What follows belongs to an exercise in optimizing a design on an open flow for small area, a short achievable clock period and few clock cycles per item; a production flow would make more cautious choices. Only simulation tests tie the RTL to the original design; equivalence was not proved. Power and IR drop assume default switching activity.

$ cat flow/run.sh
#!/bin/bash
# synth_recipe.tcl (not shown) runs the flow's synth.tcl, then flattens the netlist and writes it again
# the make line also repeats each setting of config.mk as NAME=value (left out here)
make -C /OpenROAD-flow-scripts/flow DESIGN_CONFIG=/design/flow/config.mk WORK_HOME=/design/flow/orfs CLKGATE_MAP_FILE= SYNTH_SCRIPT=/design/flow/synth_recipe.tcl finish
$ cat flow/design.v
`default_nettype none
package div_pkg;
  localparam int DATA_W = 32;
  localparam int STEPS = 1;
  localparam int QB     = 2 * STEPS;         
  localparam int QB_LG  = (QB <= 1) ? 0 : (QB <= 2) ? 1 : (QB <= 4) ? 2 : 3;
  localparam int DVS_W  = DATA_W + QB;       
  localparam int CNT_W  = 6 - QB_LG;         
  localparam logic [DATA_W-1:0] INT_MIN = {1'b1, {(DATA_W-1){1'b0}}};
  localparam logic [1:0] OP_DIV  = 2'd0;
  localparam logic [1:0] OP_DIVU = 2'd1;
  localparam logic [1:0] OP_REM  = 2'd2;
  localparam logic [1:0] OP_REMU = 2'd3;
  localparam int OP_REM_BIT   = 1;
  localparam int OP_UNSGN_BIT = 0;
endpackage
`default_nettype wire
`timescale 1ns/1ps
`default_nettype none
module div_add #(
  parameter int W = 32
) (
  input  wire  [W-1:0] a,
  input  wire  [W-1:0] b,
  input  wire          cin,
  output logic [W-1:0] sum,
  output logic         cout
);
  localparam int LV = (W < 32) ? 5 : (W < 64) ? 6 : 7;   
  logic [LV:0][W:0] g;
  logic [LV:0][W:0] p;
  assign g[0] = {a & b, cin};
  assign p[0] = {a ^ b, 1'b0};
  for (genvar l = 0; l < LV; l++) begin : g_lvl
    for (genvar i = 0; i <= W; i++) begin : g_bit
      if ((i >> l) % 2 == 1) begin : g_op
        assign g[l+1][i] = g[l][i] | (p[l][i] & g[l][((i >> l) << l) - 1]);
        assign p[l+1][i] = p[l][i] & p[l][((i >> l) << l) - 1];
      end else begin : g_pass
        assign g[l+1][i] = g[l][i];
        assign p[l+1][i] = p[l][i];
      end
    end
  end
  assign sum  = p[0][W:1] ^ g[LV][W-1:0];
  assign cout = g[LV][W];
endmodule
module div_radix4_stage #(
  parameter int DVW = 34
) (
  input  wire  [div_pkg::DATA_W-1:0]    in_rem,
  input  wire  [DVW-1:0]                in_dvs,
  output logic [div_pkg::DATA_W-1:0]    out_rem,
  output logic [1:0]                    digit
);
  localparam int DW = div_pkg::DATA_W;
  localparam int XW = DVW + 2;   
  logic [XW-1:0] r, ne, ne2, s3, c3;
  logic [XW-1:0] d1, d2, d3;
  logic          q1, q2, q3;
  assign r   = {{(XW-DW){1'b0}}, in_rem};
  assign ne  = ~{3'b000, in_dvs[DVW-1:1]};
  assign ne2 = ~{2'b00, in_dvs};
  assign s3 = r ^ ne ^ ne2;
  assign c3 = (r & ne) | (r & ne2) | (ne & ne2);
  div_add #(.W(XW)) u_d1 (.a(r),  .b(ne),                  .cin(1'b1), .sum(d1), .cout(q1));
  div_add #(.W(XW)) u_d2 (.a(r),  .b(ne2),                 .cin(1'b1), .sum(d2), .cout(q2));
  div_add #(.W(XW)) u_d3 (.a(s3), .b({c3[XW-2:0], 1'b1}),  .cin(1'b1), .sum(d3), .cout());
  assign q3 = ~d3[XW-1];
  always_comb begin
    if (q3) begin
      out_rem = d3[DW-1:0];
      digit   = 2'd3;
    end else if (q2) begin
      out_rem = d2[DW-1:0];
      digit   = 2'd2;
    end else if (q1) begin
      out_rem = d1[DW-1:0];
      digit   = 2'd1;
    end else begin
      out_rem = in_rem;
      digit   = 2'd0;
    end
  end
endmodule
`default_nettype wire
`timescale 1ns/1ps
`default_nettype none
module div_stage_array (
  input  wire                          CLK,
  input  wire                          RST_N,
  input  wire                          load,      
  input  wire                          out_free,  
  input  wire  [div_pkg::DATA_W-1:0]   in_rem,
  input  wire  [div_pkg::DVS_W-1:0]    in_dvs,
  input  wire  [div_pkg::CNT_W-1:0]    in_cnt,
  input  wire                          in_neg,
  input  wire                          in_op_rem,
  input  wire                          in_q_ones,
  output logic [div_pkg::DATA_W-1:0]   out_mag,   
  output logic                         neg,
  output logic                         q_ones,
  output logic                         last,      
  output logic                         busy
);
  localparam int DW = div_pkg::DATA_W;
  localparam int VW = div_pkg::DVS_W;
  localparam int QB = div_pkg::QB;
  logic [DW-1:0]             rem, quo;
  logic [VW-1:0]             dvs;
  logic [div_pkg::CNT_W-1:0] cnt;    
  logic                      op_rem;
  logic                      adv;
  logic [DW-1:0]             t_rem;
  logic [1:0]                t_dig;
  div_radix4_stage #(.DVW(VW)) u_step (
    .in_rem  (rem),
    .in_dvs  (dvs),
    .out_rem (t_rem),
    .digit   (t_dig)
  );
  assign last    = busy & (cnt == '0);
  assign adv     = busy & (~last | out_free);
  assign out_mag = op_rem ? t_rem : {quo[DW-QB-1:0], t_dig};
  always_ff @(posedge CLK) begin
    if (!RST_N) begin
      busy <= 1'b0;
    end else if (load) begin
      busy <= 1'b1;
    end else if (last & out_free) begin
      busy <= 1'b0;
    end
  end
  always_ff @(posedge CLK) begin
    if (load) begin
      rem    <= in_rem;
      quo    <= '0;
      dvs    <= in_dvs;
      cnt    <= in_cnt;
      neg    <= in_neg;
      op_rem <= in_op_rem;
      q_ones <= in_q_ones;
    end else if (adv) begin
      rem    <= t_rem;
      quo    <= {quo[DW-QB-1:0], t_dig};
      dvs    <= {{QB{1'b0}}, dvs[VW-1:QB]};
      cnt    <= cnt - 1'b1;
    end
  end
endmodule
`default_nettype wire
`timescale 1ns/1ps
`default_nettype none
module div_operand_prep (
  input  wire                          CLK,
  input  wire                          RST_N,
  input  wire  [div_pkg::DATA_W-1:0]   req_a,
  input  wire  [div_pkg::DATA_W-1:0]   req_b,
  input  wire  [1:0]                   req_op,
  input  wire                          accept,   
  input  wire                          take,     
  output logic [div_pkg::DATA_W-1:0]   rem,      
  output logic [div_pkg::DVS_W-1:0]    dvs,      
  output logic [div_pkg::CNT_W-1:0]    cnt,      
  output logic                         q_ones,   
  output logic                         neg,      
  output logic                         op_rem,
  output logic                         valid
);
  localparam int DW = div_pkg::DATA_W;
  localparam int QB = div_pkg::QB;
  logic [DW-1:0]             in_a, in_b;     
  logic [6:0]                in_k;           
  logic                      in_a_neg, in_b_neg, in_dz, in_rem;
  logic                      sgn, a_neg, b_neg, a_p2, b_p2;
  logic [DW-1:0]             ya, yb, a_mag, b_mag;
  logic [5:0]                la, lb;
  logic [6:0]                t, k;
  logic                      none;
  assign sgn   = ~req_op[div_pkg::OP_UNSGN_BIT];
  assign a_neg = sgn & req_a[DW-1];
  assign b_neg = sgn & req_b[DW-1];
  assign ya    = req_a ^ {DW{a_neg}};
  assign yb    = req_b ^ {DW{b_neg}};
  div_lzc u_lza (.x(ya), .n(la));
  div_lzc u_lzb (.x(yb), .n(lb));
  always_comb begin
    a_p2 = a_neg;
    b_p2 = b_neg;
    for (int i = 0; i < DW-1; i++) begin
      a_p2 = a_p2 & (ya[i] | ~ya[i+1]);
      b_p2 = b_p2 & (yb[i] | ~yb[i+1]);
    end
  end
  div_add #(.W(7)) u_t (.a({1'b0, lb}), .b(~{1'b0, la}), .cin(a_p2),  .sum(t), .cout());
  div_add #(.W(7)) u_k (.a(t),          .b(7'd0),        .cin(~b_p2), .sum(k), .cout());
  always_ff @(posedge CLK) begin
    if (!RST_N) begin
      valid <= 1'b0;
    end else if (accept) begin
      valid <= 1'b1;
    end else if (take) begin
      valid <= 1'b0;
    end
  end
  always_ff @(posedge CLK) begin
    if (accept) begin
      in_a     <= ya;
      in_b     <= yb;
      in_k     <= k;
      in_a_neg <= a_neg;
      in_b_neg <= b_neg;
      in_dz    <= (req_b == '0);
      in_rem   <= req_op[div_pkg::OP_REM_BIT];
    end
  end
  div_cinc #(.W(DW)) u_inca (.x(in_a), .inc(in_a_neg), .y(a_mag));
  div_cinc #(.W(DW)) u_incb (.x(in_b), .inc(in_b_neg), .y(b_mag));
  assign rem    = a_mag;
  assign none   = in_dz | in_k[6];
  assign dvs    = ({{QB{1'b0}}, b_mag} << (in_k[4:0] | 5'd1)) | {(DW+QB){none}};
  assign cnt    = none ? '0 : in_k[5:1];
  assign q_ones = in_dz & ~in_rem;
  assign neg    = in_rem ? in_a_neg : (in_a_neg ^ in_b_neg) & ~in_dz;
  assign op_rem = in_rem;
endmodule
`default_nettype wire
`default_nettype none
module div_lzc (
  input  wire  [31:0] x,
  output logic [5:0]  n
);
  logic [15:0]      v0;
  logic [15:0][0:0] c0;
  logic [7:0]       v1;
  logic [7:0][1:0]  c1;
  logic [3:0]       v2;
  logic [3:0][2:0]  c2;
  logic [1:0]       v3;
  logic [1:0][3:0]  c3;
  logic             v4;
  logic [4:0]       c4;
  for (genvar i = 0; i < 16; i++) begin : g_l0
    assign v0[i] = x[2*i+1] | x[2*i];
    assign c0[i] = ~x[2*i+1];
  end
  for (genvar i = 0; i < 8; i++) begin : g_l1
    assign v1[i] = v0[2*i+1] | v0[2*i];
    assign c1[i] = v0[2*i+1] ? {1'b0, c0[2*i+1]} : {1'b1, c0[2*i]};
  end
  for (genvar i = 0; i < 4; i++) begin : g_l2
    assign v2[i] = v1[2*i+1] | v1[2*i];
    assign c2[i] = v1[2*i+1] ? {1'b0, c1[2*i+1]} : {1'b1, c1[2*i]};
  end
  for (genvar i = 0; i < 2; i++) begin : g_l3
    assign v3[i] = v2[2*i+1] | v2[2*i];
    assign c3[i] = v2[2*i+1] ? {1'b0, c2[2*i+1]} : {1'b1, c2[2*i]};
  end
  assign v4 = v3[1] | v3[0];
  assign c4 = v3[1] ? {1'b0, c3[1]} : {1'b1, c3[0]};
  assign n = v4 ? {1'b0, c4} : 6'd32;
endmodule
module div_cinc #(
  parameter int W = 32
) (
  input  wire  [W-1:0] x,
  input  wire          inc,
  output logic [W-1:0] y
);
  localparam int LV = (W <= 32) ? 5 : 6;   
  logic [LV:0][W-1:0] a;
  assign a[0] = {x[W-2:0], 1'b1};
  for (genvar l = 0; l < LV; l++) begin : g_lvl
    for (genvar i = 0; i < W; i++) begin : g_bit
      if (i >= (1 << l)) begin : g_op
        assign a[l+1][i] = a[l][i] & a[l][i - (1 << l)];
      end else begin : g_pass
        assign a[l+1][i] = a[l][i];
      end
    end
  end
  assign y = x ^ ({W{inc}} & a[LV]);
endmodule
module div_cneg #(
  parameter int W = 32
) (
  input  wire  [W-1:0] x,
  input  wire          neg,
  output logic [W-1:0] y
);
  localparam int LV = (W <= 32) ? 5 : 6;   
  logic [LV:0][W-1:0] o;
  assign o[0] = {x[W-2:0], 1'b0};
  for (genvar l = 0; l < LV; l++) begin : g_lvl
    for (genvar i = 0; i < W; i++) begin : g_bit
      if (i >= (1 << l)) begin : g_op
        assign o[l+1][i] = o[l][i] | o[l][i - (1 << l)];
      end else begin : g_pass
        assign o[l+1][i] = o[l][i];
      end
    end
  end
  assign y = x ^ ({W{neg}} & o[LV]);
endmodule
`default_nettype wire
`timescale 1ns/1ps
`default_nettype none
module div_result_fix (
  input  wire                          CLK,
  input  wire                          RST_N,
  input  wire  [div_pkg::DATA_W-1:0]   mag,
  input  wire                          neg,
  input  wire                          q_ones,
  input  wire                          put,        
  input  wire                          res_ready,
  output logic                         free,       
  output logic [div_pkg::DATA_W-1:0]   res,
  output logic                         res_valid
);
  logic [div_pkg::DATA_W-1:0] r_mag, sgn_mag;
  logic                       r_neg, r_q_ones, r_valid, move;
  assign move = r_valid & (~res_valid | res_ready);
  assign free = ~r_valid | ~res_valid | res_ready;
  always_ff @(posedge CLK) begin
    if (!RST_N) begin
      r_valid <= 1'b0;
    end else if (put) begin
      r_valid <= 1'b1;
    end else if (move) begin
      r_valid <= 1'b0;
    end
  end
  always_ff @(posedge CLK) begin
    if (put) begin
      r_mag    <= mag;
      r_neg    <= neg;
      r_q_ones <= q_ones;
    end
  end
  div_cneg #(.W(div_pkg::DATA_W)) u_neg (.x(r_mag), .neg(r_neg), .y(sgn_mag));
  always_ff @(posedge CLK) begin
    if (!RST_N) begin
      res_valid <= 1'b0;
    end else if (move) begin
      res_valid <= 1'b1;
    end else if (res_ready) begin
      res_valid <= 1'b0;
    end
  end
  always_ff @(posedge CLK) begin
    if (move) begin
      res <= r_q_ones ? '1 : sgn_mag;
    end
  end
endmodule
`default_nettype wire
`timescale 1ns/1ps
`default_nettype none
module div_top (
  input  wire                         CLK,
  input  wire                         RST_N,
  input  wire  [div_pkg::DATA_W-1:0]  req_a,
  input  wire  [div_pkg::DATA_W-1:0]  req_b,
  input  wire  [1:0]                  req_op,
  input  wire                         req_valid,
  output logic                        req_ready,
  output logic [div_pkg::DATA_W-1:0]  res,
  output logic                        res_valid,
  input  wire                         res_ready
);
  localparam int DW = div_pkg::DATA_W;
  logic [DW-1:0]              p_rem;
  logic [div_pkg::DVS_W-1:0]  p_dvs;
  logic [div_pkg::CNT_W-1:0]  p_cnt;
  logic                       p_q_ones, p_neg, p_op_rem, p_valid;
  logic [DW-1:0]              c_mag;
  logic                       c_neg, c_q_ones, c_last, c_busy;
  logic                       r_free, put, load, accept;
  assign put       = c_last & r_free;
  assign load      = p_valid & (~c_busy | put);
  assign req_ready = RST_N & (~p_valid | load);
  assign accept    = req_valid & req_ready;
  div_operand_prep u_prep (
    .CLK    (CLK),
    .RST_N  (RST_N),
    .req_a  (req_a),
    .req_b  (req_b),
    .req_op (req_op),
    .accept (accept),
    .take   (load),
    .rem    (p_rem),
    .dvs    (p_dvs),
    .cnt    (p_cnt),
    .q_ones (p_q_ones),
    .neg    (p_neg),
    .op_rem (p_op_rem),
    .valid  (p_valid)
  );
  div_stage_array u_core (
    .CLK       (CLK),
    .RST_N     (RST_N),
    .load      (load),
    .out_free  (r_free),
    .in_rem    (p_rem),
    .in_dvs    (p_dvs),
    .in_cnt    (p_cnt),
    .in_neg    (p_neg),
    .in_op_rem (p_op_rem),
    .in_q_ones (p_q_ones),
    .out_mag   (c_mag),
    .neg       (c_neg),
    .q_ones    (c_q_ones),
    .last      (c_last),
    .busy      (c_busy)
  );
  div_result_fix u_fix (
    .CLK       (CLK),
    .RST_N     (RST_N),
    .mag       (c_mag),
    .neg       (c_neg),
    .q_ones    (c_q_ones),
    .put       (put),
    .res_ready (res_ready),
    .free      (r_free),
    .res       (res),
    .res_valid (res_valid)
  );
endmodule
`default_nettype wire
$ cat flow/constraint.sdc
create_clock -name core_clock -period 5.5 [get_ports {CLK}]
set_input_delay 1.1000 -clock core_clock [delete_from_list [all_inputs] [get_ports {CLK}]]
set_output_delay 1.1000 -clock core_clock [all_outputs]
set_load 0.01 [all_outputs]
$ cat flow/config.mk
export PLATFORM = sky130hd
export DESIGN_NAME = div_top
export DESIGN_NICKNAME = div_top
export VERILOG_FILES = /design/flow/design.v
export SDC_FILE = /design/flow/constraint.sdc
export NUM_CORES = 4
export LEC_CHECK = 0
export CAP_MARGIN = 20
export CORE_MARGIN = 2
export CORE_UTILIZATION = 65
export SETUP_SLACK_MARGIN = 1.0
export SLEW_MARGIN = 20
==> reports/metrics.yaml, run 1 <==
placed_design:
  dp_hpwl_um: 52700
  port_buffers: 103
  dp_slack_ns: -0.159
  postPlaceCellArea_um2: 23000
  gp_congestion: 1.01
  place_inst: 2847
worst_setup_path:
  cp-end-kind: "register"
  cp-start-kind: "primary input"
  cpPeakStageDelay_ns: 0.40
  cp_cell_sequence: "buf_2, nor2b_4, buf_6, buf_12, buf_16, buf_4, xor2_1, o21bai_1, a21oi_1, o21ai_1, a211oi_2, o41a_1, fa_2, a21o_1, a21o_1, fa_2, xor2_2, nand2_1, a2111o_1, nor2_1, xor2_1, nor2_1"
  worstPathRequired_ns: 5.82
  crit_fanout: 8
  critPathArrivalTime_ns: 5.09
  path_class: "primary input to register"
  slowest_stage: "o41a_1"
pwr:
  finalPower_mw: 10.6
  powerDensity_nw_per_um2: 429
  leakage_nw: 9.39
  peakVddDrop_v: 0.000313
detailed_routing:
  dr_wl_met3_um: 7390
  wl_met2_um: 32900
  wl_met1_um: 24900
  drc: 0
  vias: 20700
  wl_per_cell_um: 24.5
  drt_iter0_drc: 2707
  routed_wl_um: 71800
  postRouteAntennaNets: 0
  dr.max_layer_used: "met4"
  drt-pass1-iter-count: 6
  via_per_inst: 7.08
synth:
  synth.most_common_cell: "nand2_1"
  netlist_instances: 2344
  yosys-top-cells-count: "nand2_1 (225), edfxtp_1 (214), nor2_1 (200)"
  syn_area_um2: 21000
  syn_nets: 2571
  ys_ff_latch: 248
  synth_top_area_share_pct: 30.6
  synthArstFlopShare_pct: 0
  yosysWarnings: 4
  yosys-top-cells-area: "edfxtp_1 (31%), ha_1 (6.6%), fa_1 (4.4%)"
  synth_cell_type_count: 102
  synth_edf_count: 214
  yosysTopAreaCell: "edfxtp_1"
  ys_seq_area_share_pct: 33.8
  syn_avg_cell_area_um2: 8.96
  synth-main-ff-cell: "edfxtp_1"
clock_tree:
  clock_sinks: 248
  htreeDepth: 1
  clk_pin_slew_ns: 0.06
  postCtsHoldBufs: 0
  cts_tree: "yes"
  clk_latency_ns: 0.57
  cts-root-buf: "clkbuf_16"
  cts_buffer_depth: 3
  cts_made_buffers: 27
cells_and_area:
  nFillCells: 2044
  regArea_um2: 7110
  syn2layout_area_growth_pct: 17.3
  postLayoutCoreUtil_pct: 77.7
  nets: 2732
  finalInstanceArea_um2: 24700
  final_cells: 2929
  multi_input_area_um2: 13400
  drive_above_1_share_pct: 12.0
floorplan:
  coreArea_um2: 31700
  die_h_um: 184
  start_util_pct: 66.2
  dieArea_um2: 33800
  ios: 104
  dieWidth_um: 184
  rows: 65
timing:
  fin_setup_tns_ns: 0
  hold_viol: 0
  setup_violations: 0
  fin_crit_sh_pct: 86.7
  rsz0062_at_grt: "true"
  worstMarginPinSlew_ns: 1.05
  drv_slew: 0
  slew-limit-headroom_pct: 30.0
  finalWorstSetupSlack_ns: 0.732
  skew_ns: 0.0101
  fin_hold_ws_ns: 0.426
  fmax_mhz: 210
  period_needed_ns: 4.77
grt:
  grt_overflow_total: 0
  antenna_found_initial: 1
  grt_max_degree: 75
  grt_pass1_vias: 19700
  grt_first_pass_wirelength_um: 109000
  gr-usage-all-layers_pct: 41.8
job:
  drv_cap: 0
status:
  outcome: "no timing/DRC/antenna violations"
hold_path:
  min_path_type: "register to register"
## kinds of logic (layout without fill, tap and decap cells)
family,count (synthesis),after routing,synth area share [%]
muxes,43,43,2.24
buffers and inverters,226,408,4.26
AOI/OAI and AO/OA,679,679,21.8
other,0,1,0
xor gates and xnor gates,195,195,8.13
and+or+nand+nor,796,796,18.7
adders and majority gates,157,157,11.0
DFF,248,248,33.8
## layout make-up
cell class | count | area share [%]
Tap cell | 402 | 2.04
Sequential cell | 248 | 28.8
Antenna cell | 1 | 0.0102
Inverter | 116 | 1.82
Clock buffer | 38 | 3.16
Multi-Input combinational cell | 1870 | 54.3
Timing Repair Buffer | 242 | 8.94
Clock inverter | 12 | 0.868
## cell usage in the layout (no fill, tap or decap), types with 26 or more instances in the layout
master | Yosys | layout
nand2_1 | 225 | 219
edfxtp_1 | 214 | 214
nor2_1 | 200 | 196
a21oi_1 | 183 | 183
buf_4 | 4 | 126
ha_1 | 111 | 110
inv_1 | 112 | 104
o21ai_0 | 98 | 97
clkdlybuf4s50_1 | 0 | 94
xor2_1 | 104 | 93
xnor2_1 | 91 | 82
nor3_1 | 62 | 61
nand3_1 | 57 | 56
a31oi_1 | 53 | 53
nand2b_1 | 50 | 47
fa_1 | 46 | 44
o21a_1 | 36 | 36
dfxtp_1 | 34 | 34
mux2i_1 | 29 | 29
clkbuf_16 | 0 | 28
a211oi_1 | 29 | 27
and2_1 | 28 | 26
nor4_1 | 28 | 26
o31ai_1 | 27 | 26
o211ai_1 | 26 | 26
## registers in the layout, indices dropped and copies added, names as in the netlist, 5 cells and up
| signal | count |
|---|---|
| u_fix.r_mag | 32 |
| u_fix.res | 32 |
| u_prep.in_b | 32 |
| u_core.rem | 32 |
| u_prep.in_a | 32 |
| u_core.quo | 30 |
| u_prep.in_k | 6 |
| u_core.dvs | 34 |
| u_core.cnt | 5 |
## critical path: cells and delay by family
kind / cells / cell delay (ns)
compound gates: 8 / 1.61
simple gates: 4 / 0.42
xor+xnor: 3 / 0.62
fa+ha+maj: 2 / 0.71
buf+inv: 5 / 0.62
## per-layer routing
metal | track usage [%] | vias to the layer above
li1 | - | 9037
met1 | 49.0 | 9738
met2 | 68.0 | 1527
met3 | 9.25 | 446
met4 | 30.0 | 0
met5 | 0 | -
## worst paths after layout
path	start	endpoint	slack, ns	cells past startpoint
setup / recovery	req_op[0]	u_prep.in_k[6]	0.73	22
hold / removal	u_core.neg	u_fix.r_neg	0.43	0
setup reg to reg	u_core.dvs[9]	u_fix.r_mag[28]	1.07	14
hold reg to reg	u_core.neg	u_fix.r_neg	0.43	0
## power by group
part	switching [mW]	internal [mW]
sequential	0.255	2.34
combinational	3.66	2.25
clock	0.835	1.23
## repair_timing
action,CTS,global route
endpoints found under the setup margin,23,43
pin swaps,18,28
setup buffers,18,10
gates cloned,1,0
gates resized for setup,41,44
Testbench counts, summed over its fixed seeds: cycles 51,178, items 16,000.
==> run 2, diff against run 1 <==
--- a/flow/design.v
+++ b/flow/design.v
@@ -272,8 +272,8 @@
   assign a[0] = {x[W-2:0], 1'b1};
   for (genvar l = 0; l < LV; l++) begin : g_lvl
     for (genvar i = 0; i < W; i++) begin : g_bit
-      if (i >= (1 << l)) begin : g_op
-        assign a[l+1][i] = a[l][i] & a[l][i - (1 << l)];
+      if ((i >> l) % 2 == 1) begin : g_op
+        assign a[l+1][i] = a[l][i] & a[l][((i >> l) << l) - 1];
       end else begin : g_pass
         assign a[l+1][i] = a[l][i];
       end
@@ -293,8 +293,8 @@
   assign o[0] = {x[W-2:0], 1'b0};
   for (genvar l = 0; l < LV; l++) begin : g_lvl
     for (genvar i = 0; i < W; i++) begin : g_bit
-      if (i >= (1 << l)) begin : g_op
-        assign o[l+1][i] = o[l][i] | o[l][i - (1 << l)];
+      if ((i >> l) % 2 == 1) begin : g_op
+        assign o[l+1][i] = o[l][i] | o[l][((i >> l) << l) - 1];
       end else begin : g_pass
         assign o[l+1][i] = o[l][i];
       end
==> reports/metrics.yaml, run 2 <==
synth:
  synth_top_area_share_pct: 31.9
  synth_cell_type_count: 75
  syn_avg_cell_area_um2: 8.92
  syn_area_um2: 20200
  synth_edf_count: 214
  ys_ff_latch: 248
  synthArstFlopShare_pct: 0
  ys_seq_area_share_pct: 35.3
  synth.most_common_cell: "nand2_1"
  yosysWarnings: 4
  yosysTopAreaCell: "edfxtp_1"
  yosys-top-cells-count: "nand2_1 (222), a21oi_1 (219), edfxtp_1 (214)"
  netlist_instances: 2258
  yosys-top-cells-area: "edfxtp_1 (32%), ha_1 (6.9%), a21oi_1 (5.4%)"
  synth-main-ff-cell: "edfxtp_1"
  syn_nets: 2485
worst_setup_path:
  rrSetupSlack_ns: 1.10
  cp-end-kind: "register"
  crit_fanout: 5
  reg2reg_to: "u_fix.res[31]"
  cp-start-kind: "primary input"
  reg2reg_depth: 10
  cpPeakStageDelay_ns: 0.43
  worstPathRequired_ns: 5.81
  cp_cell_sequence: "buf_6, nor2b_4, buf_12, xnor2_4, nand2_2, or3_4, nor3_4, nand2_2, nor2_2, inv_1, o32a_1, fa_2, inv_2, fa_2, inv_2, nand2b_4, a311oi_4, nand3_2, nor2_2, xor2_1, nor2_1"
  r2r_start: "u_fix.r_mag[1]"
  critPathArrivalTime_ns: 4.96
  path_class: "primary input to register"
  slowest_stage: "or3_4"
timing:
  slew-limit-headroom_pct: 32.7
  worstMarginPinSlew_ns: 1.00
  rsz0062_at_grt: "true"
  drv_slew: 0
  fin_setup_tns_ns: 0
  finalWorstSetupSlack_ns: 0.853
  fin_crit_sh_pct: 84.5
  hold_viol: 0
  period_needed_ns: 4.65
  skew_ns: 0.0246
  fmax_mhz: 215
  setup_violations: 0
grt:
  grt_overflow_total: 0
  use_met1_pct: 46.4
  grt_pass1_vias: 17500
  gr-usage-all-layers_pct: 35.8
  met3_usage_pct: 4.81
  grt_util_met2_pct: 59.4
  grt_max_degree: 75
  grt_first_pass_wirelength_um: 93100
  grt.busiest_layer: "met2"
  antenna_found_initial: 0
pwr:
  peakVddDrop_v: 0.000288
  powerDensity_nw_per_um2: 406
  leakage_nw: 9.20
floorplan:
  ios: 104
  die_h_um: 180
  start_util_pct: 65.9
  dieArea_um2: 32400
  dieWidth_um: 180
  coreArea_um2: 30600
  rows: 64
detailed_routing:
  via_per_inst: 6.60
  drc: 0
  postRouteAntennaNets: 0
  drt-pass1-iter-count: 5
  wl_per_cell_um: 21.5
  vias: 18600
  routed_wl_um: 60600
  drt_iter0_drc: 2077
clock_tree:
  clk_pin_slew_ns: 0.06
  clk_latency_ns: 0.56
  cts-root-buf: "clkbuf_16"
  postCtsHoldBufs: 0
  cts_tree: "yes"
  clock_sinks: 248
  cts_made_buffers: 27
  htreeDepth: 1
  cts_buffer_depth: 3
cells_and_area:
  largest_register_ffs: 34
  mostFrequentLayoutCells: "nand2_1 (218), a21oi_1 (215), edfxtp_1 (214)"
  nets: 2624
  drive_above_1_share_pct: 12.0
  postLayoutCoreUtil_pct: 77.5
  top_register: "u_core.dvs"
  syn2layout_area_growth_pct: 17.7
  final_cells: 2814
  final_common_cell: "nand2_1"
  antenna_cells: 0
hold_path:
  hold_end: "u_fix.r_neg"
  hp-start: "u_core.neg"
  hold_path_depth: 0
  min_path_type: "register to register"
placed_design:
  place_inst: 2734
  gp_congestion: 0.974
  port_buffers: 103
  dp_slack_ns: -0.140
  dp_hpwl_um: 44400
status:
  outcome: "no timing/DRC/antenna violations"
job:
  drv_cap: 0
[run 2: routing by layer]
layer / vias to the layer above / routed length, um
met5: - / 0
met4: 0 / 3380
met3: 204 / 5040
met2: 1002 / 28500
met1: 8785 / 23600
li1: 8570 / -
[run 2: kinds of logic after synthesis]
| group | count (synthesis) | synth area share [%] |
|---|---|---|
| adder cells (fa/ha/maj) | 157 | 11.5 |
| multiplexers | 42 | 2.19 |
| XOR/XNOR | 191 | 8.30 |
| buffers and inverters | 230 | 4.28 |
| flip-flops | 248 | 35.3 |
| AND/OR/NAND/NOR | 726 | 17.3 |
| AO/OA/AOI/OAI | 664 | 21.2 |
[run 2: area by class of cell]
type | count | area, um2
timing repair buffer | 218 | 2080
fill | 2047 | 6880
multi-input combinational | 1780 | 12700
clock inverter | 21 | 195
inverter | 122 | 473
clock buffer | 29 | 693
tap | 396 | 495
sequential | 248 | 7110
[run 2: what timing repair did]
action                                 CTS  global route
pin swaps                               21            25
setup buffers                            8            19
cloned                                   1             1
endpoints found under the hold margin    0             0
setup endpoints to repair               33            49
gates resized for setup                 64            57
[run 2: worst max-delay path, delay by kind of cell]
kind	cells	cell delay, ns
AO/OA/AOI/OAI	2	0.64
AND/OR/NAND/NOR	10	1.50
buffers and inverters	5	0.49
adder cells (fa/ha/maj)	2	0.80
XOR/XNOR	2	0.43
[run 2: how the worst max path moves through the flow]
| stage | startpoint | to | slack, ns | cells past startpoint |
|---|---|---|---|---|
| after floorplan | req_a[31] | u_prep.in_k[6] | 0.61 | 19 |
| after global placement | req_op[0] | u_prep.in_k[6] | -0.03 | 23 |
| after detailed placement | req_op[0] | u_prep.in_k[6] | -0.14 | 23 |
| after CTS | req_a[26] | u_prep.in_k[6] | 0.96 | 19 |
| after global routing | req_a[31] | u_prep.in_k[6] | 0.78 | 21 |
| final | req_a[31] | u_prep.in_k[6] | 0.85 | 21 |
[run 2: power by group]
part | switching (mW) | internal [mW]
combinational | 3.05 | 2.19
clock | 0.785 | 1.02
sequential | 0.232 | 2.35
[run 2: through the flow]
step           total power, mW  instance area [um2]  hold slack, ns
2_1_floorplan             6.00                20300           0.400
3_3_place_gp              7.36                22100           0.403
3_5_place_dp              7.53                22100           0.416
4_1_cts                   9.40                23300           0.431
5_1_grt                   10.2                23700           0.436
6_report                  9.63                23700           0.427
Testbench counts of run 2, summed over its fixed seeds: cycles 51,178, items 16,000.
==> run 3, diff against run 2 <==
--- a/flow/design.v
+++ b/flow/design.v
@@ -170,7 +170,8 @@
   localparam int DW = div_pkg::DATA_W;
   localparam int QB = div_pkg::QB;
   logic [DW-1:0]             in_a, in_b;     
-  logic [6:0]                in_k;           
+  logic [6:0]                in_t;           
+  logic                      in_b_p2;
   logic                      in_a_neg, in_b_neg, in_dz, in_rem;
   logic                      sgn, a_neg, b_neg, a_p2, b_p2;
   logic [DW-1:0]             ya, yb, a_mag, b_mag;
@@ -193,7 +194,7 @@
     end
   end
   div_add #(.W(7)) u_t (.a({1'b0, lb}), .b(~{1'b0, la}), .cin(a_p2),  .sum(t), .cout());
-  div_add #(.W(7)) u_k (.a(t),          .b(7'd0),        .cin(~b_p2), .sum(k), .cout());
+  div_add #(.W(7)) u_k (.a(in_t),       .b(7'd0),        .cin(~in_b_p2), .sum(k), .cout());
   always_ff @(posedge CLK) begin
     if (!RST_N) begin
       valid <= 1'b0;
@@ -207,7 +208,8 @@
     if (accept) begin
       in_a     <= ya;
       in_b     <= yb;
-      in_k     <= k;
+      in_t     <= t;
+      in_b_p2  <= b_p2;
       in_a_neg <= a_neg;
       in_b_neg <= b_neg;
       in_dz    <= (req_b == '0);
@@ -217,9 +219,9 @@
   div_cinc #(.W(DW)) u_inca (.x(in_a), .inc(in_a_neg), .y(a_mag));
   div_cinc #(.W(DW)) u_incb (.x(in_b), .inc(in_b_neg), .y(b_mag));
   assign rem    = a_mag;
-  assign none   = in_dz | in_k[6];
-  assign dvs    = ({{QB{1'b0}}, b_mag} << (in_k[4:0] | 5'd1)) | {(DW+QB){none}};
-  assign cnt    = none ? '0 : in_k[5:1];
+  assign none   = in_dz | k[6];
+  assign dvs    = ({{QB{1'b0}}, b_mag} << (k[4:0] | 5'd1)) | {(DW+QB){none}};
+  assign cnt    = none ? '0 : k[5:1];
   assign q_ones = in_dz & ~in_rem;
   assign neg    = in_rem ? in_a_neg : (in_a_neg ^ in_b_neg) & ~in_dz;
   assign op_rem = in_rem;
--- a/flow/config.mk
+++ b/flow/config.mk
@@ -5,6 +5,7 @@
 export SDC_FILE = /design/flow/constraint.sdc
 export NUM_CORES = 4
 export LEC_CHECK = 0
+export ABC_AREA = 1
 export CAP_MARGIN = 20
 export CORE_MARGIN = 2
 export CORE_UTILIZATION = 65
==> reports/metrics.yaml, run 3 <==
clock_tree:
  ctsResizeCount: 0
  cts-root-buf: "clkbuf_16"
  cts_buffer_depth: 3
  clk_latency_ns: 0.57
  clk_pin_slew_ns: 0.06
  cts_made_buffers: 29
  postCtsHoldBufs: 0
  cts_setup_buffers: 0
  htreeDepth: 1
  clock_sinks: 250
  cts_tree: "yes"
worst_setup_path:
  path_class: "primary input to register"
  cpMostUsedCell: "inv_1"
  cp-end-kind: "register"
  critPathArrivalTime_ns: 4.70
  crit_family: "buffers and inverters"
  reg2reg_to: "u_core.rem[30]"
  cp-start-kind: "primary input"
  cp_num_buf_inv: 5
  cp_cell_sequence: "clkdlybuf4s50_1, inv_2, nand2_8, buf_4, xor2_2, inv_1, nor2_1, nand3_1, o21ai_0, a211oi_1, a31oi_2, ha_1, a21o_1, a21oi_1, fa_1, inv_1"
  worstPathRequired_ns: 5.93
  r2r_start: "u_core.dvs[3]"
  cpPeakStageDelay_ns: 0.51
  crit_fanout: 22
  slowest_stage: "clkdlybuf4s50_1"
  path_depth: 16
  reg2reg_depth: 18
  rrSetupSlack_ns: 1.38
synth:
  synth_top_area_share_pct: 30.5
  yosys-top-cells-count: "nand2_1 (736), nand3_1 (412), inv_1 (336)"
  yosys-top-cells-area: "edfxtp_1 (31%), nand2_1 (13%), nand3_1 (9.7%)"
  netlist_instances: 2813
  synth-main-ff-cell: "edfxtp_1"
  synth_compound_area_share_pct: 9.85
  yosys.area_share.simple_pct: 30.6
  syn_nets: 3040
  synth_mux_area_share_pct: 0
  synth_edf_count: 216
  synth_top_family_by_area: "simple AND/OR/NAND/NOR gates"
  yosysWarnings: 4
  syn_area_um2: 21200
  synthXorXnorAreaFrac_pct: 6.28
  ys_ff_latch: 250
  synthArstFlopShare_pct: 0
  syn_avg_cell_area_um2: 7.55
  ys_seq_area_share_pct: 33.7
  synth_cell_type_count: 62
  synthAdderAreaFrac_pct: 10.9
  yosysTopAreaCell: "edfxtp_1"
  synth.most_common_cell: "nand2_1"
cells_and_area:
  syn2layout_area_growth_pct: 11.3
  largest_register_ffs: 34
  multi_input_area_um2: 12300
  final_common_cell: "nand2_1"
  regArea_um2: 7170
  antenna_cells: 0
  nets: 3101
  nFillCells: 2609
  drive_above_1_share_pct: 6.39
  mostFrequentLayoutCells: "nand2_1 (734), nand3_1 (412), inv_1 (336)"
  top_register: "u_core.dvs"
grt:
  grt.busiest_layer: "met2"
  gr-usage-all-layers_pct: 32.8
  met3_usage_pct: 3.28
  use_met1_pct: 43.7
  grt_util_met2_pct: 55.7
  antenna_found_initial: 0
  grt_overflow_total: 0
  grt_max_degree: 77
  grt_first_pass_wirelength_um: 90100
  grt_pass1_vias: 18200
detailed_routing:
  routed_wl_um: 55600
  wl_per_cell_um: 16.7
  via_per_inst: 5.88
  drc: 0
  drt_iter0_drc: 1933
  vias: 19600
  postRouteAntennaNets: 0
  drt-pass1-iter-count: 6
pwr:
  leakage_nw: 10.8
  peakVddDrop_v: 0.000291
  powerDensity_nw_per_um2: 429
placed_design:
  dp_hpwl_um: 42500
  gp_congestion: 0.944
  port_buffers: 103
job:
  drv_cap: 0
timing:
  drv_slew: 0
  fin_crit_sh_pct: 77.5
  hold_viol: 0
  skew_ns: 0.0179
  setup_violations: 0
  fin_hold_ws_ns: 0.479
  slew-limit-headroom_pct: 24.8
  period_needed_ns: 4.26
  rsz0062_at_grt: "false"
  fmax_mhz: 235
  worstMarginPinSlew_ns: 1.12
  fin_setup_tns_ns: 0
floorplan:
  die_h_um: 185
  start_util_pct: 65.6
  rows: 66
  ios: 104
  coreArea_um2: 32400
  dieArea_um2: 34100
  dieWidth_um: 185
hold_path:
  hold_end: "u_core.busy"
  hold_path_depth: 2
  hp-start: "u_prep.valid"
  min_path_type: "register to register"
status:
  outcome: "no timing/DRC/antenna violations"
==> run 3: changes by cell type in the layout (fill, tap and decap cells not counted), sizes merged, moves of 34 or more <==
cell / delta
a211oi: -35
inv: +236
nand3: +358
nand2: +531
buf: -94
nand2b: -39
a21oi: -81
and3: -34
xnor2: -41
==> run 3: worst max path at each step <==
stage,from,endpoint
2_1_floorplan,res_ready,u_core.quo[0]
6_report,req_op[0],u_prep.in_t[3]
4_1_cts,req_op[0],u_prep.in_t[3]
3_3_place_gp,req_op[0],u_prep.in_t[3]
3_5_place_dp,req_op[0],u_prep.in_t[3]
5_1_grt,req_op[0],u_prep.in_t[3]
==> run 3: metal layers <==
metal,vias up,share of wire (%)
li1,9558,-
met3,148,7.8
met1,9025,42
met5,-,0
met4,0,3.4
met2,896,47
==> run 3: stage by stage <==
step	total power, mW	setup slack (ns)	util (%)	cell area (um2)	std cells
after floorplan	6.65	1.55	-	21200	2813
after global placement	7.72	0.610	69.5	22500	3284
after detailed placement	7.92	0.523	69.5	22500	3284
after CTS	10.0	1.10	72.8	23600	3338
after global routing	10.9	1.02	73.0	23600	3339
final	10.1	1.24	73.0	23600	3339
==> run 3: cell families (layout without fill, tap and decap cells) <==
kind of cell | Yosys count | in the layout
and+or+nand+nor | 1468 | 1469
AOI/OAI and AO/OA | 353 | 353
xor gates and xnor gates | 135 | 135
adders and majority gates | 157 | 157
DFF | 250 | 250
buffers and inverters | 450 | 533
==> run 3: area by class of cell <==
| class | count | area share, % |
|---|---|---|
| multi-input cells | 2114 | 52.2 |
| flip-flops and latches | 250 | 30.3 |
| repair buffers | 125 | 5.07 |
| well taps | 442 | 2.34 |
| clock buffers | 34 | 3.28 |
| clock inverters | 20 | 1.15 |
| inverters | 354 | 5.62 |
==> run 3: worst reg2reg max path, stage by stage (launching register included) <==
cell and delay [ns]:
edfxtp_1 0.43, inv_1 0.24, ha_1 0.32, a21oi_1 0.14
nand2_1 0.13, nand2_1 0.10, nand2_2 0.14, nand2_1 0.12
nand2_2 0.26, nand2_1 0.21, nand2_2 0.09, nand2_4 0.36
nand2_4 0.42, nand2_1 0.24, nand3_1 0.09, nand3_1 0.14
nand2_1 0.14, nand2_1 0.14, nand2_1 0.12
==> run 3: report_power, final <==
| group | switching (mW) | internal, mW | leakage [nW] | total [mW] |
|---|---|---|---|---|
| Sequential | 0.218 | 2.39 | 2.29 | 2.61 |
| Clock | 0.835 | 1.26 | 0.523 | 2.10 |
| Combinational | 3.51 | 1.93 | 8.00 | 5.44 |
Testbench counts of run 3, summed over its fixed seeds: cycles 51,178, items 16,000.
==> run 4, diff against run 3 <==
--- a/flow/config.mk
+++ b/flow/config.mk
@@ -5,7 +5,6 @@
 export SDC_FILE = /design/flow/constraint.sdc
 export NUM_CORES = 4
 export LEC_CHECK = 0
-export ABC_AREA = 1
 export CAP_MARGIN = 20
 export CORE_MARGIN = 2
 export CORE_UTILIZATION = 65
==> reports/metrics.yaml, run 4 <==
worst_setup_path:
  reg2reg_to: "u_fix.r_mag[13]"
  r2r_start: "u_core.dvs[2]"
  worstPathRequired_ns: 5.78
  cp-startpoint: "u_core.dvs[2]"
  path_class: "register to register"
  critPathArrivalTime_ns: 4.71
  reg2reg_depth: 13
  crit_fanout: 21
  cp-end-kind: "register"
  cpMostUsedCell: "o21ai_0"
  critical_path.endpoint: "u_fix.r_mag[13]"
  rrSetupSlack_ns: 1.08
  cp_cell_sequence: "inv_1, fa_1, ha_1, o21ai_0, a22oi_2, a31oi_2, nor2_2, o211a_1, nand3_1, a31o_4, o21ai_0, a311oi_1, o2bb2ai_1"
  cpPeakStageDelay_ns: 0.48
  slowest_stage: "fa_1"
  cp-start-kind: "register"
detailed_routing:
  drc: 0
  drt_iter0_drc: 1858
  wl_met2_um: 28400
  wl_per_cell_um: 21.4
  drt-pass1-iter-count: 6
  via_per_inst: 6.68
  wl_met1_um: 22400
  vias: 18400
  dr_wl_met3_um: 4670
  postRouteAntennaNets: 0
  routed_wl_um: 58900
  dr.max_layer_used: "met4"
timing:
  setup_violations: 0
  skew_ns: 0.0226
  period_needed_ns: 4.42
  fmax_mhz: 226
  fin_setup_tns_ns: 0
  drv_slew: 0
  rsz0062_at_grt: "true"
  finalWorstSetupSlack_ns: 1.08
  hold_viol: 0
  fin_crit_sh_pct: 80.4
  slew-limit-headroom_pct: 26.8
  worstMarginPinSlew_ns: 1.10
grt:
  grt_overflow_total: 0
  grt_max_degree: 77
  antenna_found_initial: 1
  grt_first_pass_wirelength_um: 92400
  grt_pass1_vias: 17700
  gr-usage-all-layers_pct: 35.2
cells_and_area:
  finalInstanceArea_um2: 22900
  postLayoutCoreUtil_pct: 74.9
  mostFrequentLayoutCells: "edfxtp_1 (216), nand2_1 (211), a21oi_1 (206)"
  syn2layout_area_growth_pct: 13.1
  top_register: "u_core.dvs"
  drive_above_1_share_pct: 7.04
  final_common_cell: "edfxtp_1"
  nFillCells: 2197
  antenna_cells: 0
  regArea_um2: 7170
  multi_input_area_um2: 12500
  nets: 2566
  largest_register_ffs: 34
synth:
  synth_top_area_share_pct: 32.0
  synth_edf_count: 216
  netlist_instances: 2263
  synthArstFlopShare_pct: 0
  yosysWarnings: 4
  ys_seq_area_share_pct: 35.4
  yosys-top-cells-area: "edfxtp_1 (32%), ha_1 (6.9%), xnor2_1 (5.6%)"
  ys_ff_latch: 250
  syn_area_um2: 20200
  syn_nets: 2490
  synth.most_common_cell: "edfxtp_1"
  syn_avg_cell_area_um2: 8.94
  yosys-top-cells-count: "edfxtp_1 (216), nand2_1 (212), a21oi_1 (209)"
  synth_cell_type_count: 83
  synth-main-ff-cell: "edfxtp_1"
  yosysTopAreaCell: "edfxtp_1"
clock_tree:
  cts_made_buffers: 28
  clock_sinks: 250
  cts-root-buf: "clkbuf_16"
  clk_pin_slew_ns: 0.06
  htreeDepth: 1
  cts_buffer_depth: 3
  postCtsHoldBufs: 0
  clk_latency_ns: 0.56
  cts_tree: "yes"
floorplan:
  coreArea_um2: 30600
  rows: 64
  ios: 104
  start_util_pct: 66.2
  dieArea_um2: 32600
  dieWidth_um: 180
  die_h_um: 180
pwr:
  finalPower_mw: 8.99
  powerDensity_nw_per_um2: 392
  leakage_nw: 8.53
  peakVddDrop_v: 0.000302
placed_design:
  postPlaceCellArea_um2: 21800
  dp_slack_ns: 0.0181
  gp_congestion: 0.962
  dp_hpwl_um: 44700
  port_buffers: 103
job:
  drv_cap: 0
hold_path:
  min_path_type: "register to register"
status:
  outcome: "no timing/DRC/antenna violations"
[run 4: cells by family (layout without fill, tap and decap cells)]
| group | after synthesis | after routing | synth area share (%) |
|---|---|---|---|
| xor+xnor | 202 | 202 | 8.74 |
| flops | 250 | 250 | 35.4 |
| mux | 26 | 26 | 1.34 |
| simple gates | 745 | 745 | 17.9 |
| compound gates | 669 | 669 | 21.2 |
| buf+inv | 214 | 309 | 3.99 |
| fa+ha+maj | 157 | 157 | 11.4 |
[run 4: repair_timing]
| action | 4_1_cts | 5_1_grt |
|---|---|---|
| pin swaps | 1 | 4 |
| buffers inserted | 1 | 1 |
| resized for setup | 16 | 21 |
| endpoints found under the setup margin | 45 | 64 |
[run 4: through the flow]
step,instances,hold WS (ns)
after floorplan,2263,0.400
after global placement,2703,0.407
after detailed placement,2703,0.405
after CTS,2753,0.421
after global routing,2754,0.445
final,2754,0.421
[run 4: routing by layer]
layer	vias to the layer above	GRT usage, %
met1	8692	43.5
met5	-	0
met3	226	4.26
li1	8509	-
met4	0	19.3
met2	981	60.3
[run 4: final cells by class]
cell class,instances,area share (%)
Clock buffer,40,3.52
Sequential cell,250,31.3
Clock inverter,9,0.311
Inverter,112,1.85
Multi-Input combinational cell,1799,54.7
Tap cell,396,2.16
Timing Repair Buffer,148,6.19
[run 4: worst min path at each step]
stage / from / endpoint / cells past startpoint
final: u_core.neg / u_fix.r_neg / 0
after global routing: u_core.neg / u_fix.r_neg / 0
after CTS: u_core.neg / u_fix.r_neg / 0
after detailed placement: u_core.neg / u_fix.r_neg / 0
after global placement: u_core.neg / u_fix.r_neg / 0
after floorplan: u_core.neg / u_fix.r_neg / 0
[run 4: worst max-delay path, delay by kind of cell, from the launching register on]
| family | cells | cell delay (ns) |
|---|---|---|
| and+or+nand+nor | 2 | 0.28 |
| AOI/OAI and AO/OA | 8 | 2.40 |
| adders and majority gates | 2 | 0.82 |
| DFF | 1 | 0.42 |
| buffers and inverters | 1 | 0.23 |
[run 4: power breakdown]
| part | total [mW] | internal (mW) | leakage (nW) | switching, mW |
|---|---|---|---|---|
| Combinational | 4.67 | 1.84 | 5.81 | 2.84 |
| Sequential | 2.52 | 2.33 | 2.28 | 0.188 |
| Clock | 1.79 | 1.02 | 0.431 | 0.771 |
| Total | 8.99 | 5.19 | 8.53 | 3.80 |
==> run 5, diff against run 4 <==
--- a/flow/config.mk
+++ b/flow/config.mk
@@ -5,8 +5,9 @@
 export SDC_FILE = /design/flow/constraint.sdc
 export NUM_CORES = 4
 export LEC_CHECK = 0
+export ABC_AREA = 1
 export CAP_MARGIN = 20
 export CORE_MARGIN = 2
 export CORE_UTILIZATION = 65
-export SETUP_SLACK_MARGIN = 1.0
+export SETUP_SLACK_MARGIN = 1.5
 export SLEW_MARGIN = 20
==> reports/metrics.yaml, run 5 <==
detailed_routing:
  postRouteAntennaNets: 0
  routed_wl_um: 56900
  vias: 19800
  wl_per_cell_um: 17.0
  via_per_inst: 5.92
  drt-pass1-iter-count: 6
  drt_iter0_drc: 2048
  drc: 0
clock_tree:
  cts_tree: "yes"
  cts-root-buf: "clkbuf_16"
  cts_made_buffers: 29
  clock_sinks: 250
  cts_buffer_depth: 3
  clk_pin_slew_ns: 0.06
  htreeDepth: 1
  clk_latency_ns: 0.57
synth:
  yosys-top-cells-count: "nand2_1 (736), nand3_1 (412), inv_1 (336)"
  synth_edf_count: 216
  syn_nets: 3040
  ys_seq_area_share_pct: 33.7
  synth-main-ff-cell: "edfxtp_1"
  synth_top_area_share_pct: 30.5
  yosysTopAreaCell: "edfxtp_1"
  synth.most_common_cell: "nand2_1"
  synth_cell_type_count: 62
  yosys-top-cells-area: "edfxtp_1 (31%), nand2_1 (13%), nand3_1 (9.7%)"
  syn_area_um2: 21200
  netlist_instances: 2813
  synthArstFlopShare_pct: 0
  syn_avg_cell_area_um2: 7.55
  ys_ff_latch: 250
  yosysWarnings: 4
cells_and_area:
  top_register: "u_core.dvs"
  antenna_cells: 0
  mostFrequentLayoutCells: "nand2_1 (734), nand3_1 (412), inv_1 (336)"
  drive_above_1_share_pct: 7.19
  postLayoutCoreUtil_pct: 73.7
  nets: 3110
  largest_register_ffs: 34
  syn2layout_area_growth_pct: 12.3
  final_common_cell: "nand2_1"
hold_path:
  hold_path_depth: 2
  hold_end: "u_core.quo[22]"
  hp-start: "u_core.quo[20]"
  min_path_type: "register to register"
pwr:
  powerDensity_nw_per_um2: 429
  leakage_nw: 10.9
  peakVddDrop_v: 0.000292
timing:
  period_needed_ns: 3.87
  fin_crit_sh_pct: 70.3
  setup_violations: 0
  worstMarginPinSlew_ns: 1.05
  skew_ns: 0.0211
  slew-limit-headroom_pct: 30.1
  rsz0062_at_grt: "true"
  fmax_mhz: 258
  hold_viol: 0
  drv_slew: 0
  fin_setup_tns_ns: 0
grt:
  antenna_found_initial: 0
  met3_usage_pct: 3.24
  gr-usage-all-layers_pct: 33.0
  grt_util_met2_pct: 56.1
  grt.busiest_layer: "met2"
  use_met1_pct: 43.8
  grt_max_degree: 77
  grt_first_pass_wirelength_um: 90600
  grt_pass1_vias: 18300
  grt_overflow_total: 0
worst_setup_path:
  cp-end-kind: "register"
  r2r_start: "u_core.dvs[3]"
  reg2reg_to: "u_core.rem[30]"
  reg2reg_depth: 18
  path_class: "register to register"
  worstPathRequired_ns: 5.79
  crit_fanout: 33
  rrSetupSlack_ns: 1.63
  cp-start-kind: "register"
  cp-startpoint: "u_core.dvs[3]"
  critPathArrivalTime_ns: 4.16
job:
  drv_cap: 0
placed_design:
  gp_congestion: 0.944
  dp_hpwl_um: 42500
  port_buffers: 103
floorplan:
  die_h_um: 185
  dieWidth_um: 185
  start_util_pct: 65.6
  dieArea_um2: 34100
  coreArea_um2: 32400
  ios: 104
  rows: 66
status:
  outcome: "no timing/DRC/antenna violations"
==> run 5: cell types whose count changed after synthesis, moves of 24 or more <==
cell / previous run / this run
a211oi_1: 33 / 4
a21oi_1: 209 / 133
a31oi_1: 39 / 10
and2_1: 24 / 0
and3_1: 30 / 0
clkbuf_1: 90 / 48
inv_1: 110 / 336
nand2_1: 212 / 736
nand2b_1: 43 / 0
nand3_1: 55 / 412
nor3_1: 65 / 29
o21ai_0: 130 / 92
xnor2_1: 130 / 53
==> run 5: worst max-delay path by stage <==
stage / endpoint / cells past startpoint
final: u_core.rem[30] / 18
after floorplan: u_core.quo[0] / 9
after CTS: u_prep.in_t[3] / 17
after detailed placement: u_prep.in_t[3] / 17
after global placement: u_prep.in_t[3] / 16
after global routing: u_prep.in_t[3] / 13
==> run 5: power breakdown <==
| group | leakage [nW] | switching, mW | internal (mW) | total [mW] |
|---|---|---|---|---|
| logic | 8.08 | 3.57 | 1.95 | 5.52 |
| registers | 2.29 | 0.219 | 2.39 | 2.61 |
| clock network | 0.523 | 0.839 | 1.26 | 2.10 |
==> run 5: metrics by stage <==
step,hold WS (ns),worst slack [ns],instance area [um2],total power [mW],std cells
after floorplan,0.400,1.55,21200,6.65,2813
after global placement,0.461,0.610,22500,7.72,3284
after detailed placement,0.470,0.523,22500,7.92,3284
after CTS,0.479,1.42,23700,10.1,3341
after global routing,0.514,1.44,23800,11.0,3348
final,0.495,1.63,23800,10.2,3348
==> run 5: timing repair <==
item,CTS,global route
buffers inserted,1,5
resized for setup,21,23
endpoints found under the setup margin,8,45
gates cloned,2,2
pin swaps,2,2
hold buffers,0,0
==> run 5: cell type report <==
type,count,area (um2)
inverter,354,1340
clock buffer,34,774
tap,442,553
clock inverter,20,273
sequential,250,7170
multi-input combinational,2117,12500
timing repair buffer,131,1260
fill,2582,8520
==> run 5: per-layer routing <==
metal | vias to the layer above | routed length, um
li1 | 9597 | -
met1 | 9122 | 23200
met2 | 934 | 27000
met3 | 162 | 4520
met4 | 0 | 2140
met5 | - | 0
==> run 5: cells by family after synthesis <==
group,after synthesis,share of synthesized area (%)
AOI/OAI and AO/OA,353,9.85
xor gates and xnor gates,135,6.28
adders and majority gates,157,10.9
buffers and inverters,450,8.66
DFF,250,33.7
and+or+nand+nor,1468,30.6
==> run 5: critical path, cell delays in order, from the launching register on <==
cell and delay, ns:
edfxtp_1 0.43, inv_1 0.24, ha_1 0.32, a21oi_1 0.14, nand2_1 0.13, nand2_1 0.11
nand2_2 0.14, nand2_1 0.11, nand2_2 0.25, nand2_1 0.23, nand2_2 0.12, nand2_8 0.25
nand2_8 0.25, nand2_1 0.18, nand3_1 0.08, nand3_1 0.13, nand2_1 0.14, nand2_1 0.14
nand2_1 0.13
==> run 6, diff against run 5 <==
--- a/flow/config.mk
+++ b/flow/config.mk
@@ -9,5 +9,5 @@
 export CAP_MARGIN = 20
 export CORE_MARGIN = 2
 export CORE_UTILIZATION = 65
-export SETUP_SLACK_MARGIN = 1.5
+export SETUP_SLACK_MARGIN = 2.0
 export SLEW_MARGIN = 20
==> reports/metrics.yaml, run 6 <==
pwr:
  p_clk_share_pct: 18.6
  pwr-share-seq_pct: 25.1
  powerDensity_nw_per_um2: 415
  switching_share_pct: 46.0
  peakVddDrop_v: 0.000312
  finalPower_mw: 10.5
  leakage_nw: 11.4
  combinationalPowerShare_pct: 56.2
  p_switching_mw: 4.81
  p_int_mw: 5.65
timing:
  drv_slew: 0
  rsz0062_at_grt: "true"
  slew-limit-headroom_pct: 29.8
  fin_crit_sh_pct: 65.8
  fmax_mhz: 276
  hold_viol: 0
  fin_setup_tns_ns: 0
  finalWorstSetupSlack_ns: 1.88
  setup_violations: 0
  period_needed_ns: 3.62
  worstMarginPinSlew_ns: 1.05
  fin_hold_ws_ns: 0.486
  skew_ns: 0.00906
clock_tree:
  htreeDepth: 1
  postCtsHoldBufs: 0
  cts_made_buffers: 28
  clock_sinks: 250
  cts-root-buf: "clkbuf_16"
  clk_latency_ns: 0.57
  clk_pin_slew_ns: 0.06
  cts_tree: "yes"
  cts_buffer_depth: 3
worst_setup_path:
  path_depth: 15
  worstPathRequired_ns: 5.94
  cp_num_buf_inv: 4
  cp-end-kind: "register"
  reg2reg_depth: 15
  cp-start-kind: "primary input"
  crit_family: "buffers and inverters"
  cpMostUsedCell: "inv_2"
  cp_cell_sequence: "clkdlybuf4s50_1, xor2_2, nand2_1, nor2_2, nand3_4, inv_2, nand2_2, inv_2, nand3_2, o21ai_4, ha_4, a21o_1, a21oi_4, fa_2, inv_1"
  critPathArrivalTime_ns: 4.06
  crit_fanout: 3
  cpPeakStageDelay_ns: 0.57
  rrSetupSlack_ns: 2.09
  path_class: "primary input to register"
  slowest_stage: "clkdlybuf4s50_1"
  reg2reg_to: "u_fix.r_mag[27]"
  r2r_start: "u_core.dvs[15]"
grt:
  grt_overflow_total: 0
  antenna_found_initial: 0
  grt_max_degree: 77
  gr-usage-all-layers_pct: 33.6
  grt_pass1_vias: 18600
  grt_first_pass_wirelength_um: 91800
cells_and_area:
  largest_register_ffs: 34
  mostFrequentLayoutCells: "nand2_1 (720), nand3_1 (402), inv_1 (300)"
  drive_above_1_share_pct: 12.8
  final_common_cell: "nand2_1"
  top_register: "u_core.dvs"
  nets: 3167
  syn2layout_area_growth_pct: 18.6
synth:
  yosysTopAreaCell: "edfxtp_1"
  syn_avg_cell_area_um2: 7.55
  synth_cell_type_count: 62
  syn_area_um2: 21200
  ys_seq_area_share_pct: 33.7
  synth_mux_area_share_pct: 0
  synthArstFlopShare_pct: 0
  synth_top_family_by_area: "simple AND/OR/NAND/NOR gates"
  yosys-top-cells-area: "edfxtp_1 (31%), nand2_1 (13%), nand3_1 (9.7%)"
  synthXorXnorAreaFrac_pct: 6.28
  ys_ff_latch: 250
  synth.most_common_cell: "nand2_1"
  synth_top_area_share_pct: 30.5
  synthAdderAreaFrac_pct: 10.9
  syn_nets: 3040
  synth_compound_area_share_pct: 9.85
  yosysWarnings: 4
  yosys.area_share.simple_pct: 30.6
  synth_edf_count: 216
  yosys-top-cells-count: "nand2_1 (736), nand3_1 (412), inv_1 (336)"
  synth-main-ff-cell: "edfxtp_1"
  netlist_instances: 2813
status:
  outcome: "no timing/DRC/antenna violations"
placed_design:
  gp_congestion: 0.959
  port_buffers: 103
  dp_slack_ns: 0.455
  dp_hpwl_um: 42900
floorplan:
  ios: 104
  dieWidth_um: 185
  dieArea_um2: 34100
  rows: 66
  coreArea_um2: 32400
  start_util_pct: 65.6
  die_h_um: 185
detailed_routing:
  wl_per_cell_um: 18.0
  wl_met1_um: 23500
  drt-pass1-iter-count: 6
  via_per_inst: 6.02
  vias: 20500
  postRouteAntennaNets: 0
  drt_iter0_drc: 2159
  drc: 0
  dr_wl_met3_um: 5850
  wl_met2_um: 28900
  dr.max_layer_used: "met4"
  routed_wl_um: 61200
hold_path:
  hold_path_depth: 2
  hold_end: "u_core.quo[13]"
  hp-start: "u_core.quo[11]"
  min_path_type: "register to register"
job:
  drv_cap: 0
==> run 6: cell type report <==
type	count	area (um2)
Sequential cell	250	7170
Inverter	354	1370
Tap cell	442	553
Clock buffer	33	781
Clock inverter	18	189
Timing Repair Buffer	187	1810
Fill cell	2305	7180
Antenna cell	1	2.50
Multi-Input combinational cell	2119	13300
==> run 6: repair_timing <==
item	4_1_cts	5_1_grt
buffers inserted	28	37
setup endpoints to repair	74	70
gates resized for setup	61	139
endpoints found under the hold margin	0	0
cloned	4	2
pin swaps	15	42
==> run 6: through the flow <==
| stage | util, % | area [um2] | cells |
|---|---|---|---|
| final | 77.8 | 25200 | 3404 |
| after global routing | 77.8 | 25200 | 3403 |
| after CTS | 74.7 | 24200 | 3364 |
| after detailed placement | 70.3 | 22800 | 3281 |
| after global placement | 70.3 | 22800 | 3281 |
| after floorplan | - | 21500 | 2813 |
==> run 6: per-layer routing <==
metal / up-vias / global-route usage (%)
met5: - / 0
met4: 0 / 14.9
met3: 224 / 5.14
met2: 1115 / 56.7
met1: 9476 / 42.7
li1: 9693 / -
==> run 6: kinds of logic after synthesis <==
kind of cell | after synthesis
simple gates | 1468
compound gates | 353
xor+xnor | 135
fa+ha+maj | 157
flops | 250
buf+inv | 450
==> run 6: tightest hold or removal path, cell delays in order (launching register included) <==
cell and delay [ns]:
dfxtp_1 0.34, a22oi_1 0.07, inv_1 0.05
==> run 6: power groups by stage <==
stage / clock [mW] / sequential [mW] / combinational (mW)
finish: 1.95 / 2.63 / 5.88
global route: 2.02 / 2.64 / 6.51
CTS: 1.96 / 2.60 / 5.49
detailed placement: 0 / 2.64 / 5.28
global placement: 0 / 2.63 / 5.10
floorplan: 0 / 2.56 / 4.11
==> run 6: how the worst max path moves through the flow <==
| stage | from | to | slack [ns] |
|---|---|---|---|
| finish | req_b[18] | u_prep.in_t[3] | 1.88 |
| global route | req_op[0] | u_prep.in_t[3] | 1.78 |
| CTS | req_a[15] | u_prep.in_t[3] | 1.99 |
| detailed placement | req_op[0] | u_prep.in_t[3] | 0.45 |
| global placement | req_op[0] | u_prep.in_t[3] | 0.66 |
| floorplan | res_ready | u_prep.in_a[0] | 1.65 |

afterwards: timing with drivers on the ports:
In the flow no input, the clock included, has a driving cell. The finished layouts below were timed again as built, in two steps.
Step 1 assumes that a clkbuf_16 drives the clock port and a buf_2 every other input.
Step 2 moves the port delays by t, midway between the first and last clock arrival at a register: inputs arrive t later, outputs are due t later. That takes back most of the time a late clock gives input paths.
Three values: ideal, step 1, step 2; two values: the first two.
| run | shift t [ns] | slack for setup (ns) | hold slack, ns | slew at the worst register clock pin (ns) |
|---|---|---|---|---|
| run 1 | 0.623 | 0.732 / 0.767 / 0.143 | 0.426 / 0.426 / 0.426 | 0.07 / 0.07 |
| run 2 | 0.601 | 0.853 / 0.868 / 0.267 | 0.427 / 0.427 / 0.427 | 0.06 / 0.06 |
| run 3 | 0.613 | 1.236 / 1.267 / 0.654 | 0.479 / 0.479 / 0.479 | 0.07 / 0.07 |
| run 4 | 0.603 | 1.076 / 1.076 / 0.563 | 0.421 / 0.421 / 0.421 | 0.07 / 0.07 |
| run 5 | 0.613 | 1.631 / 1.618 / 1.074 | 0.495 / 0.495 / 0.495 | 0.07 / 0.07 |
| run 6 | 0.617 | 1.881 / 1.911 / 1.293 | 0.486 / 0.486 / 0.486 | 0.06 / 0.06 |
After both steps setup and hold are still met in every run listed. The setup slack of run 1, which loses most, moves by +0.035 ns with the drivers and by -0.589 ns with both steps.
